Source: an optimization exercise on an open RTL-to-GDS flow (aim: small area, a short achievable clock period and few clock cycles per item). Production flows keep margins and buffers that such runs may drop.
In this exercise RTL edits were held to simulation tests only and were not proved equivalent to the original.

==> run P <==
// svf_multichannel
module svf_multichannel #(
  parameter int SAMPLE_BITS = 16,
  parameter int CHANNELS    = 4,
  parameter int COEF_BITS   = 18
) (
  input  logic                            clk,
  input  logic                            rst,
  input  logic                            sample_clk,
  input  logic [CHANNELS*SAMPLE_BITS-1:0] in_data,
  input  logic [CHANNELS*COEF_BITS-1:0]   F,
  input  logic [CHANNELS*COEF_BITS-1:0]   Q1,
  input  logic [CHANNELS*2-1:0]           mode,
  input  logic [CHANNELS-1:0]             clear,
  output logic [CHANNELS*SAMPLE_BITS-1:0] out_data,
  output logic                            out_valid,
  output logic                            busy,
  output logic                            overrun
);
  localparam int W  = 19;
  localparam int SP = 15;   
  function automatic logic [15:0] clamp16(input logic [W-1:0] v);
    if (v[18:15] == 4'b0000 || v[18:15] == 4'b1111) clamp16 = v[15:0];
    else clamp16 = v[18] ? 16'h8000 : 16'h7fff;
  endfunction
  logic       sc_hist_reg, busy_reg, out_valid_reg, overrun_reg, zero_reg;
  logic [2:0] ph_reg;
  logic       edge_seen, start;
  assign edge_seen = sample_clk & ~sc_hist_reg;
  assign start     = edge_seen & ~busy_reg;
  assign busy      = busy_reg;
  assign out_valid = out_valid_reg;
  assign overrun   = overrun_reg;
  always_ff @(posedge clk) begin
    if (rst) begin
      sc_hist_reg   <= 1'b0;
      busy_reg      <= 1'b0;
  ...
==> flow/config.mk <==
export PLATFORM = sky130hd
export DESIGN_NAME = svf_multichannel
export DESIGN_NICKNAME = svf_multichannel
export VERILOG_FILES = /design/flow/design.v
export SDC_FILE = /design/flow/constraint.sdc
export NUM_CORES = 4
export LEC_CHECK = 0
export CAP_MARGIN = 20
export CORE_MARGIN = 2
export CORE_UTILIZATION = 55
export SLEW_MARGIN = 20
export SYNTH_HIERARCHICAL = 1
==> flow/constraint.sdc <==
create_clock -name core_clock -period 12.0 [get_ports {clk}]
set_input_delay 2.4000 -clock core_clock [delete_from_list [all_inputs] [get_ports {clk}]]
set_output_delay 2.4000 -clock core_clock [all_outputs]
set_load 0.01 [all_outputs]
standard.sh (not shown) runs the stock make flow with config.mk's settings and CLKGATE_MAP_FILE= SYNTH_SCRIPT=/design/flow/synth_recipe.tcl, a recipe that flattens the netlist after the stock synthesis.
==> flow/flow/run.sh <==
#!/bin/bash
# The standard layout (standard synthesis included), with two changes to how the
# layout is made: timing repair is asked to leave more setup slack than the default,
# so that paths end up well inside the period, and the port buffers are buf_1 cells.
set -euo pipefail
bash standard.sh SETUP_SLACK_MARGIN=8 "BUFFER_PORTS_ARGS=-buffer_cell sky130_fd_sc_hd__buf_1" finish > standard_flow.log 2>&1
==> inputs of run M, as changes to run P <==
--- a/flow/design.v
+++ b/flow/design.v
@@ -54,10 +54,11 @@
         if (ph_reg == 3'd4) zero_reg <= 1'b0;
       end
     end
   end
   wire lp_shift = busy_reg & ~(ph_reg[2] & ph_reg[1]);   
+  wire bp_shift = busy_reg;                               
   logic [15:0] fx_reg [4];
   logic [17:0] ff_reg [1:3];
   logic [17:0] fq_reg [1:3];
   logic [1:0]  fm_reg [4];
   logic        fc_reg [4];
@@ -109,46 +110,52 @@
     end
     if (lp_shift) begin
       for (int i = 1; i < 3; i++) lp_reg[i] <= lp_reg[i+1];
       lp_reg[3] <= lpn;
     end
-    if (start | busy_reg) begin
-      for (int i = 0; i < 3; i++) bp_reg[i] <= bp_reg[i+1];
-      if (ph_reg[2]) bp_reg[3] <= bpn;                     
-      else           bp_reg[3] <= zero_head ? '0 : bp_reg[0];
+    if (bp_shift | start) begin
+      if (start) bp_reg[0] <= zero_head ? '0 : bp_reg[0];
+      else       bp_reg[0] <= (head_in & zero_head) ? '0 : bp_reg[1];
+    end
+    if (bp_shift) begin
+      for (int i = 1; i < 3; i++) bp_reg[i] <= bp_reg[i+1];
+      bp_reg[3] <= bpn;
     end
   end
   logic [35-SP:0] fs1, fc1;
   logic [34-SP:0] qs1, qc1;
   logic           fl1, ql1;
-  svf_mac_f u_macf (.a(bp_reg[3]), .one(fd_reg[8:0]), .two(fd_reg[17:9]), .neg(fd_reg[26:18]),
+  svf_mac_f u_macf (.a(bp_reg[0]), .one(fd_reg[8:0]), .two(fd_reg[17:9]), .neg(fd_reg[26:18]),
                     .c(lp_reg[0]), .ys(fs1), .yc(fc1), .cl(fl1));
-  svf_mac_q u_macq (.a(bp_reg[3]), .one(qd_reg[8:0]), .two(qd_reg[17:9]), .neg(qd_reg[26:18]),
+  svf_mac_q u_macq (.a(bp_reg[0]), .one(qd_reg[8:0]), .two(qd_reg[17:9]), .neg(qd_reg[26:18]),
                     .c({{3{fx_reg[0][15]}}, fx_reg[0]}), .ys(qs1), .yc(qc1), .cl(ql1));
   logic [35-SP:0] fs2_reg, fc2_reg;
   logic [34-SP:0] qs2_reg, qc2_reg;
   logic           fl2_reg, ql2_reg;
+  logic [W-1:0]   bp2_reg;
   logic [26:0]    fd2_reg;
   logic [1:0]     m2_reg;
   always_ff @(posedge clk) begin
     fs2_reg <= fs1;
     fc2_reg <= fc1;
     fl2_reg <= fl1;
     qs2_reg <= qs1;
     qc2_reg <= qc1;
     ql2_reg <= ql1;
+    bp2_reg <= bp_reg[0];
     fd2_reg <= fd_reg;
     m2_reg  <= fm_reg[0];
   end
   logic [W-1:0] hp2;
   svf_s2 u_s2 (.fs(fs2_reg), .fc(fc2_reg), .fl(fl2_reg), .qs(qs2_reg), .qc(qc2_reg),
                .ql(ql2_reg), .lpn(lpn), .hp(hp2));
-  logic [W-1:0] hp3_reg;
+  logic [W-1:0] hp3_reg, bp3_reg;
   logic [26:0]  fd3_reg;
   logic [1:0]   m3_reg;
   always_ff @(posedge clk) begin
     hp3_reg <= hp2;
+    bp3_reg <= bp2_reg;
     fd3_reg <= fd2_reg;
     m3_reg  <= m2_reg;
   end
   logic [W-1:0] notch3, sel3;
   assign notch3 = hp3_reg + lp_reg[3];
@@ -160,11 +167,11 @@
     endcase
   end
   logic [35-SP:0] bs3, bc3;
   logic           bl3;
   svf_mac_f u_macb (.a(hp3_reg), .one(fd3_reg[8:0]), .two(fd3_reg[17:9]), .neg(fd3_reg[26:18]),
-                    .c(bp_reg[1]), .ys(bs3), .yc(bc3), .cl(bl3));
+                    .c(bp3_reg), .ys(bs3), .yc(bc3), .cl(bl3));
   logic [35-SP:0] bs4_reg, bc4_reg;
   logic           bl4_reg;
   logic [15:0]    sel4_reg;
   logic           isbp4_reg;
   always_ff @(posedge clk) begin
@@ -474,19 +481,17 @@
   wire t69, t70;
   svf_fa u_t69 (.a(t8), .b(t9), .c(t11), .s(t69), .co(t70));
   wire t71, t72;
   svf_fa u_t71 (.a(p5_10), .b(p6_8), .c(p7_6), .s(t71), .co(t72));
   wire t73, t74;
-  assign t73 = ~(p8_4 ^ c[3]);
-  assign t74 = p8_4 | c[3];
+  svf_fa u_t73 (.a(p8_4), .b(c[3]), .c(1'b1), .s(t73), .co(t74));
   wire t75, t76;
   svf_fa u_t75 (.a(t10), .b(t12), .c(t13), .s(t75), .co(t76));
   wire t77, t78;
   svf_fa u_t77 (.a(t15), .b(p6_9), .c(p7_7), .s(t77), .co(t78));
   wire t79, t80;
-  assign t79 = ~(p8_5 ^ c[4]);
-  assign t80 = p8_5 | c[4];
+  svf_fa u_t79 (.a(p8_5), .b(c[4]), .c(1'b1), .s(t79), .co(t80));
   wire t81, t82;
   svf_fa u_t81 (.a(t14), .b(t16), .c(t17), .s(t81), .co(t82));
   wire t83, t84;
   svf_fa u_t83 (.a(p4_14), .b(p5_12), .c(p6_10), .s(t83), .co(t84));
   wire t85, t86;
@@ -494,12 +499,11 @@
   wire t87, t88;
   svf_fa u_t87 (.a(t18), .b(t19), .c(p4_15), .s(t87), .co(t88));
   wire t89, t90;
   svf_fa u_t89 (.a(p5_13), .b(p6_11), .c(p7_9), .s(t89), .co(t90));
   wire t91, t92;
-  assign t91 = ~(p8_7 ^ c[6]);
-  assign t92 = p8_7 | c[6];
+  svf_fa u_t91 (.a(p8_7), .b(c[6]), .c(1'b1), .s(t91), .co(t92));
   wire t93, t94;
   svf_fa u_t93 (.a(t20), .b(~p2_20), .c(p3_18), .s(t93), .co(t94));
   wire t95, t96;
   svf_fa u_t95 (.a(p4_16), .b(p5_14), .c(p6_12), .s(t95), .co(t96));
   wire t97, t98;
@@ -507,12 +511,11 @@
   wire t99, t100;
   svf_fa u_t99 (.a(p3_19), .b(p4_17), .c(p5_15), .s(t99), .co(t100));
   wire t101, t102;
   svf_fa u_t101 (.a(p6_13), .b(p7_11), .c(p8_9), .s(t101), .co(t102));
   wire t103, t104;
-  assign t103 = ~c[8];
-  assign t104 = c[8];
+  svf_ha u_t103 (.a(c[8]), .b(1'b1), .s(t103), .co(t104));
   wire t105, t106;
   svf_fa u_t105 (.a(~p3_20), .b(p4_18), .c(p5_16), .s(t105), .co(t106));
   wire t107, t108;
   svf_fa u_t107 (.a(p6_14), .b(p7_12), .c(p8_10), .s(t107), .co(t108));
   wire t109, t110;
@@ -604,30 +607,27 @@
   wire t195, t196;
   svf_fa u_t195 (.a(t105), .b(t107), .c(c[9]), .s(t195), .co(t196));
   wire t197, t198;
   svf_fa u_t197 (.a(t106), .b(t108), .c(t109), .s(t197), .co(t198));
   wire t199, t200;
-  assign t199 = ~(t111 ^ c[10]);
-  assign t200 = t111 | c[10];
+  svf_fa u_t199 (.a(t111), .b(c[10]), .c(1'b1), .s(t199), .co(t200));
   wire t201, t202;
   svf_fa u_t201 (.a(t110), .b(t112), .c(t113), .s(t201), .co(t202));
   wire t203, t204;
   svf_fa u_t203 (.a(p7_14), .b(p8_12), .c(c[11]), .s(t203), .co(t204));
   wire t205, t206;
   svf_fa u_t205 (.a(t114), .b(t115), .c(p7_15), .s(t205), .co(t206));
   wire t207, t208;
-  assign t207 = ~(p8_13 ^ c[12]);
-  assign t208 = p8_13 | c[12];
+  svf_fa u_t207 (.a(p8_13), .b(c[12]), .c(1'b1), .s(t207), .co(t208));
   wire t209, t210;
   svf_fa u_t209 (.a(t116), .b(~p5_20), .c(p6_18), .s(t209), .co(t210));
   wire t211, t212;
   svf_fa u_t211 (.a(p7_16), .b(p8_14), .c(c[13]), .s(t211), .co(t212));
   wire t213, t214;
   svf_fa u_t213 (.a(p6_19), .b(p7_17), .c(p8_15), .s(t213), .co(t214));
   wire t215, t216;
-  assign t215 = ~c[14];
-  assign t216 = c[14];
+  svf_ha u_t215 (.a(c[14]), .b(1'b1), .s(t215), .co(t216));
   wire t217, t218;
   svf_fa u_t217 (.a(~p6_20), .b(p7_18), .c(p8_16), .s(t217), .co(t218));
   wire t219, t220;
   svf_ha u_t219 (.a(p7_19), .b(p8_17), .s(t219), .co(t220));
   wire t221, t222;
@@ -755,17 +755,15 @@
   wire t343, t344;
   svf_fa u_t343 (.a(t274), .b(t275), .c(t215), .s(t343), .co(t344));
   wire t345, t346;
   svf_fa u_t345 (.a(t276), .b(t277), .c(c[15]), .s(t345), .co(t346));
   wire t347, t348;
-  assign t347 = ~(t278 ^ t279);
-  assign t348 = t278 | t279;
+  svf_fa u_t347 (.a(t278), .b(t279), .c(1'b1), .s(t347), .co(t348));
   wire t349, t350;
   svf_fa u_t349 (.a(t280), .b(t281), .c(c[17]), .s(t349), .co(t350));
   wire t351, t352;
-  assign t351 = ~(t282 ^ t283);
-  assign t352 = t282 | t283;
+  svf_fa u_t351 (.a(t282), .b(t283), .c(1'b1), .s(t351), .co(t352));
   wire [35:0] ra = {t350, t348, t346, t344, t342, t340, t338, t336, t334, t332, t330, t328, t326, t324, t322, t320, t318, t316, t314, t312, t310, t308, t306, t304, t302, t300, t298, t296, t294, t292, t290, t288, t286, t285, p0_1, p0_0};
   wire [35:0] rb = {t351, t349, t347, t345, t343, t341, t339, t337, t335, t333, t331, t329, t327, t325, t323, t321, t319, t317, t315, t313, t311, t309, t307, t305, t303, t301, t299, t297, t295, t293, t291, t289, t287, neg[1], 1'b0, neg[0]};
   wire [15:0] sl = {1'b0, ra[14:0]} + {1'b0, rb[14:0]};
   assign cl = sl[15];
   assign ys = ra[35:15];
@@ -1015,26 +1013,23 @@
   wire t51, t52;
   svf_fa u_t51 (.a(p0_13), .b(p1_11), .c(p2_9), .s(t51), .co(t52));
   wire t53, t54;
   svf_fa u_t53 (.a(p3_7), .b(p4_5), .c(p5_3), .s(t53), .co(t54));
   wire t55, t56;
-  assign t55 = ~p6_1;
-  assign t56 = p6_1;
+  svf_ha u_t55 (.a(p6_1), .b(1'b1), .s(t55), .co(t56));
   wire t57, t58;
   svf_fa u_t57 (.a(t1), .b(p2_10), .c(p3_8), .s(t57), .co(t58));
   wire t59, t60;
   svf_fa u_t59 (.a(p4_6), .b(p5_4), .c(p6_2), .s(t59), .co(t60));
   wire t61, t62;
-  assign t61 = ~(p7_0 ^ neg[7]);
-  assign t62 = p7_0 | neg[7];
+  svf_fa u_t61 (.a(p7_0), .b(neg[7]), .c(1'b1), .s(t61), .co(t62));
   wire t63, t64;
   svf_fa u_t63 (.a(t2), .b(t3), .c(p2_11), .s(t63), .co(t64));
   wire t65, t66;
   svf_fa u_t65 (.a(p3_9), .b(p4_7), .c(p5_5), .s(t65), .co(t66));
   wire t67, t68;
-  assign t67 = ~(p6_3 ^ p7_1);
-  assign t68 = p6_3 | p7_1;
+  svf_fa u_t67 (.a(p6_3), .b(p7_1), .c(1'b1), .s(t67), .co(t68));
   wire t69, t70;
   svf_fa u_t69 (.a(t4), .b(t5), .c(t7), .s(t69), .co(t70));
   wire t71, t72;
   svf_fa u_t71 (.a(p5_6), .b(p6_4), .c(p7_2), .s(t71), .co(t72));
   wire t73, t74;
@@ -1060,19 +1055,17 @@
   wire t93, t94;
   svf_fa u_t93 (.a(t18), .b(t20), .c(t21), .s(t93), .co(t94));
   wire t95, t96;
   svf_fa u_t95 (.a(t23), .b(p6_8), .c(p7_6), .s(t95), .co(t96));
   wire t97, t98;
-  assign t97 = ~(p8_4 ^ c[4]);
-  assign t98 = p8_4 | c[4];
+  svf_fa u_t97 (.a(p8_4), .b(c[4]), .c(1'b1), .s(t97), .co(t98));
   wire t99, t100;
   svf_fa u_t99 (.a(t22), .b(t24), .c(t25), .s(t99), .co(t100));
   wire t101, t102;
   svf_fa u_t101 (.a(t27), .b(p6_9), .c(p7_7), .s(t101), .co(t102));
   wire t103, t104;
-  assign t103 = ~(p8_5 ^ c[5]);
-  assign t104 = p8_5 | c[5];
+  svf_fa u_t103 (.a(p8_5), .b(c[5]), .c(1'b1), .s(t103), .co(t104));
   wire t105, t106;
   svf_fa u_t105 (.a(t26), .b(t28), .c(t29), .s(t105), .co(t106));
   wire t107, t108;
   svf_fa u_t107 (.a(p4_14), .b(p5_12), .c(p6_10), .s(t107), .co(t108));
   wire t109, t110;
@@ -1080,12 +1073,11 @@
   wire t111, t112;
   svf_fa u_t111 (.a(t30), .b(t31), .c(p4_15), .s(t111), .co(t112));
   wire t113, t114;
   svf_fa u_t113 (.a(p5_13), .b(p6_11), .c(p7_9), .s(t113), .co(t114));
   wire t115, t116;
-  assign t115 = ~(p8_7 ^ c[7]);
-  assign t116 = p8_7 | c[7];
+  svf_fa u_t115 (.a(p8_7), .b(c[7]), .c(1'b1), .s(t115), .co(t116));
   wire t117, t118;
   svf_fa u_t117 (.a(t32), .b(~p2_20), .c(p3_18), .s(t117), .co(t118));
   wire t119, t120;
   svf_fa u_t119 (.a(p4_16), .b(p5_14), .c(p6_12), .s(t119), .co(t120));
   wire t121, t122;
@@ -1093,12 +1085,11 @@
   wire t123, t124;
   svf_fa u_t123 (.a(p3_19), .b(p4_17), .c(p5_15), .s(t123), .co(t124));
   wire t125, t126;
   svf_fa u_t125 (.a(p6_13), .b(p7_11), .c(p8_9), .s(t125), .co(t126));
   wire t127, t128;
-  assign t127 = ~c[9];
-  assign t128 = c[9];
+  svf_ha u_t127 (.a(c[9]), .b(1'b1), .s(t127), .co(t128));
   wire t129, t130;
   svf_fa u_t129 (.a(~p3_20), .b(p4_18), .c(p5_16), .s(t129), .co(t130));
   wire t131, t132;
   svf_fa u_t131 (.a(p6_14), .b(p7_12), .c(p8_10), .s(t131), .co(t132));
   wire t133, t134;
@@ -1118,37 +1109,31 @@
   wire t147, t148;
   svf_ha u_t147 (.a(p3_0), .b(neg[3]), .s(t147), .co(t148));
   wire t149, t150;
   svf_fa u_t149 (.a(p0_7), .b(p1_5), .c(p2_3), .s(t149), .co(t150));
   wire t151, t152;
-  assign t151 = ~p3_1;
-  assign t152 = p3_1;
+  svf_ha u_t151 (.a(p3_1), .b(1'b1), .s(t151), .co(t152));
   wire t153, t154;
   svf_fa u_t153 (.a(t33), .b(p2_4), .c(p3_2), .s(t153), .co(t154));
   wire t155, t156;
-  assign t155 = ~(p4_0 ^ neg[4]);
-  assign t156 = p4_0 | neg[4];
+  svf_fa u_t155 (.a(p4_0), .b(neg[4]), .c(1'b1), .s(t155), .co(t156));
   wire t157, t158;
   svf_fa u_t157 (.a(t34), .b(t35), .c(p2_5), .s(t157), .co(t158));
   wire t159, t160;
-  assign t159 = ~(p3_3 ^ p4_1);
-  assign t160 = p3_3 | p4_1;
+  svf_fa u_t159 (.a(p3_3), .b(p4_1), .c(1'b1), .s(t159), .co(t160));
   wire t161, t162;
   svf_fa u_t161 (.a(t36), .b(t37), .c(t39), .s(t161), .co(t162));
   wire t163, t164;
-  assign t163 = ~(p5_0 ^ neg[5]);
-  assign t164 = p5_0 | neg[5];
+  svf_fa u_t163 (.a(p5_0), .b(neg[5]), .c(1'b1), .s(t163), .co(t164));
   wire t165, t166;
   svf_fa u_t165 (.a(t38), .b(t40), .c(t41), .s(t165), .co(t166));
   wire t167, t168;
-  assign t167 = ~(t43 ^ p5_1);
-  assign t168 = t43 | p5_1;
+  svf_fa u_t167 (.a(t43), .b(p5_1), .c(1'b1), .s(t167), .co(t168));
   wire t169, t170;
   svf_fa u_t169 (.a(t42), .b(t44), .c(t45), .s(t169), .co(t170));
   wire t171, t172;
-  assign t171 = ~(t47 ^ t49);
-  assign t172 = t47 | t49;
+  svf_fa u_t171 (.a(t47), .b(t49), .c(1'b1), .s(t171), .co(t172));
   wire t173, t174;
   svf_fa u_t173 (.a(t46), .b(t48), .c(t50), .s(t173), .co(t174));
   wire t175, t176;
   svf_fa u_t175 (.a(t51), .b(t53), .c(t55), .s(t175), .co(t176));
   wire t177, t178;
@@ -1204,30 +1189,27 @@
   wire t227, t228;
   svf_fa u_t227 (.a(t129), .b(t131), .c(c[10]), .s(t227), .co(t228));
   wire t229, t230;
   svf_fa u_t229 (.a(t130), .b(t132), .c(t133), .s(t229), .co(t230));
   wire t231, t232;
-  assign t231 = ~(t135 ^ c[11]);
-  assign t232 = t135 | c[11];
+  svf_fa u_t231 (.a(t135), .b(c[11]), .c(1'b1), .s(t231), .co(t232));
   wire t233, t234;
   svf_fa u_t233 (.a(t134), .b(t136), .c(t137), .s(t233), .co(t234));
   wire t235, t236;
   svf_fa u_t235 (.a(p7_14), .b(p8_12), .c(c[12]), .s(t235), .co(t236));
   wire t237, t238;
   svf_fa u_t237 (.a(t138), .b(t139), .c(p7_15), .s(t237), .co(t238));
   wire t239, t240;
-  assign t239 = ~(p8_13 ^ c[13]);
-  assign t240 = p8_13 | c[13];
+  svf_fa u_t239 (.a(p8_13), .b(c[13]), .c(1'b1), .s(t239), .co(t240));
   wire t241, t242;
   svf_fa u_t241 (.a(t140), .b(~p5_20), .c(p6_18), .s(t241), .co(t242));
   wire t243, t244;
   svf_fa u_t243 (.a(p7_16), .b(p8_14), .c(c[14]), .s(t243), .co(t244));
   wire t245, t246;
   svf_fa u_t245 (.a(p6_19), .b(p7_17), .c(p8_15), .s(t245), .co(t246));
   wire t247, t248;
-  assign t247 = ~c[15];
-  assign t248 = c[15];
+  svf_ha u_t247 (.a(c[15]), .b(1'b1), .s(t247), .co(t248));
   wire t249, t250;
   svf_fa u_t249 (.a(~p6_20), .b(p7_18), .c(p8_16), .s(t249), .co(t250));
   wire t251, t252;
   svf_ha u_t251 (.a(p7_19), .b(p8_17), .s(t251), .co(t252));
   wire t253, t254;
@@ -1297,27 +1279,21 @@
   wire t317, t318;
   svf_fa u_t317 (.a(t252), .b(~p7_20), .c(p8_18), .s(t317), .co(t318));
   wire t319, t320;
   svf_ha u_t319 (.a(p0_0), .b(neg[0]), .s(t319), .co(t320));
   wire t321, t322;
-  assign t321 = ~p0_1;
-  assign t322 = p0_1;
+  svf_ha u_t321 (.a(p0_1), .b(1'b1), .s(t321), .co(t322));
   wire t323, t324;
-  assign t323 = ~(t253 ^ neg[1]);
-  assign t324 = t253 | neg[1];
+  svf_fa u_t323 (.a(t253), .b(neg[1]), .c(1'b1), .s(t323), .co(t324));
   wire t325, t326;
-  assign t325 = ~(t254 ^ t255);
-  assign t326 = t254 | t255;
+  svf_fa u_t325 (.a(t254), .b(t255), .c(1'b1), .s(t325), .co(t326));
   wire t327, t328;
-  assign t327 = ~(t256 ^ t257);
-  assign t328 = t256 | t257;
+  svf_fa u_t327 (.a(t256), .b(t257), .c(1'b1), .s(t327), .co(t328));
   wire t329, t330;
-  assign t329 = ~(t258 ^ t259);
-  assign t330 = t258 | t259;
+  svf_fa u_t329 (.a(t258), .b(t259), .c(1'b1), .s(t329), .co(t330));
   wire t331, t332;
-  assign t331 = ~(t260 ^ t261);
-  assign t332 = t260 | t261;
+  svf_fa u_t331 (.a(t260), .b(t261), .c(1'b1), .s(t331), .co(t332));
   wire t333, t334;
   svf_fa u_t333 (.a(t262), .b(t263), .c(t151), .s(t333), .co(t334));
   wire t335, t336;
   svf_fa u_t335 (.a(t264), .b(t265), .c(t155), .s(t335), .co(t336));
   wire t337, t338;
@@ -1367,12 +1343,11 @@
   wire t381, t382;
   svf_fa u_t381 (.a(t310), .b(t311), .c(t247), .s(t381), .co(t382));
   wire t383, t384;
   svf_fa u_t383 (.a(t312), .b(t313), .c(c[16]), .s(t383), .co(t384));
   wire t385, t386;
-  assign t385 = ~(t314 ^ t315);
-  assign t386 = t314 | t315;
+  svf_fa u_t385 (.a(t314), .b(t315), .c(1'b1), .s(t385), .co(t386));
   wire t387, t388;
   svf_fa u_t387 (.a(t316), .b(t317), .c(c[18]), .s(t387), .co(t388));
   wire [34:0] ra = {t386, t384, t382, t380, t378, t376, t374, t372, t370, t368, t366, t364, t362, t360, t358, t356, t354, t352, t350, t348, t346, t344, t342, t340, t338, t336, t334, t332, t330, t328, t326, t324, t322, t320, t319};
   wire [34:0] rb = {t387, t385, t383, t381, t379, t377, t375, t373, t371, t369, t367, t365, t363, t361, t359, t357, t355, t353, t351, t349, t347, t345, t343, t341, t339, t337, t335, t333, t331, t329, t327, t325, t323, t321, 1'b1};
   wire [15:0] sl = {1'b0, ra[14:0]} + {1'b0, rb[14:0]};
Settings changed: CORE_UTILIZATION 55 to 40, CTS_BUF_LIST set to sky130_fd_sc_hd__clkbuf_8 sky130_fd_sc_hd__clkbuf_16, CTS_CLUSTER_DIAMETER set to 80, CTS_CLUSTER_SIZE set to 40.
==> notes.md <==
                                                                          run P                    run M
Outcome                                                 complete, no violations  complete, no violations
Worst Hold Launch                                           fd2_reg[11]$_DFF_P_      fd2_reg[13]$_DFF_P_
Cts bufs inserted                                                            76                       41
Total routed wirelength                                                  121 mm                   124 mm
Number of non-filler instances in the completed layout                    5,158                    5,670
Biggest fanout along the worst timing path                                   37                        7
Yosys cell types                                                             85                       77
Maximum clock frequency                                               0.255 GHz                0.253 GHz
Total length of routed met3 wires                                       8.11 mm                  9.48 mm
GRT Resource Usage Total                                                  27.9%                    19.5%
Final cycle utilization of the critical path                              32.7%                    33.0%
Floorplan die area                                                  87,100 um^2             123,000 um^2
Worst setup margin                                                      8070 ps                  8040 ps
Post-placement cell area                                            46,500 um^2              48,400 um^2
Fraction of area in multi-input gates                                     55.6%                    55.8%
Worst reg-to-reg setup slack                                            8070 ps                  8040 ps
Testbench counts of run P, summed over its fixed seeds: cycles 25,608, frames 3,200.
Testbench counts of run M, summed over its fixed seeds: cycles 25,608, frames 3,200.

[afterwards: timing with drivers on the ports]
How much do the figures lean on ideal ports? The routed layouts below were timed once more, with nothing changed but the port constraints. Step 1: set_driving_cell puts a clkbuf_16 on clk and a buf_2 on each other input, an assumption about the parent block. Step 2, shift: input delay + t, output delay - t, t = (earliest + latest rising clock arrival at the registers) / 2. This alone moves slack from input paths to output paths. Three values: ideal, step 1, step 2; two values: the first two.
| run | shift t [ns] | slack for setup (ns) | hold slack, ns | worst data-port slew with drivers (ns) |
|---|---|---|---|---|
| run P | 0.685 | 8.075 / 8.047 / 7.680 | 0.307 / 0.307 / 0.307 | 0.07 |
| run M | 0.711 | 8.043 / 8.043 / 7.484 | 0.330 / 0.330 / 0.330 | 0.06 |
After both steps every run listed still meets setup and hold. For run M, which loses most, drivers alone change the setup slack by 0.000 ns; drivers and shift together by -0.559 ns.
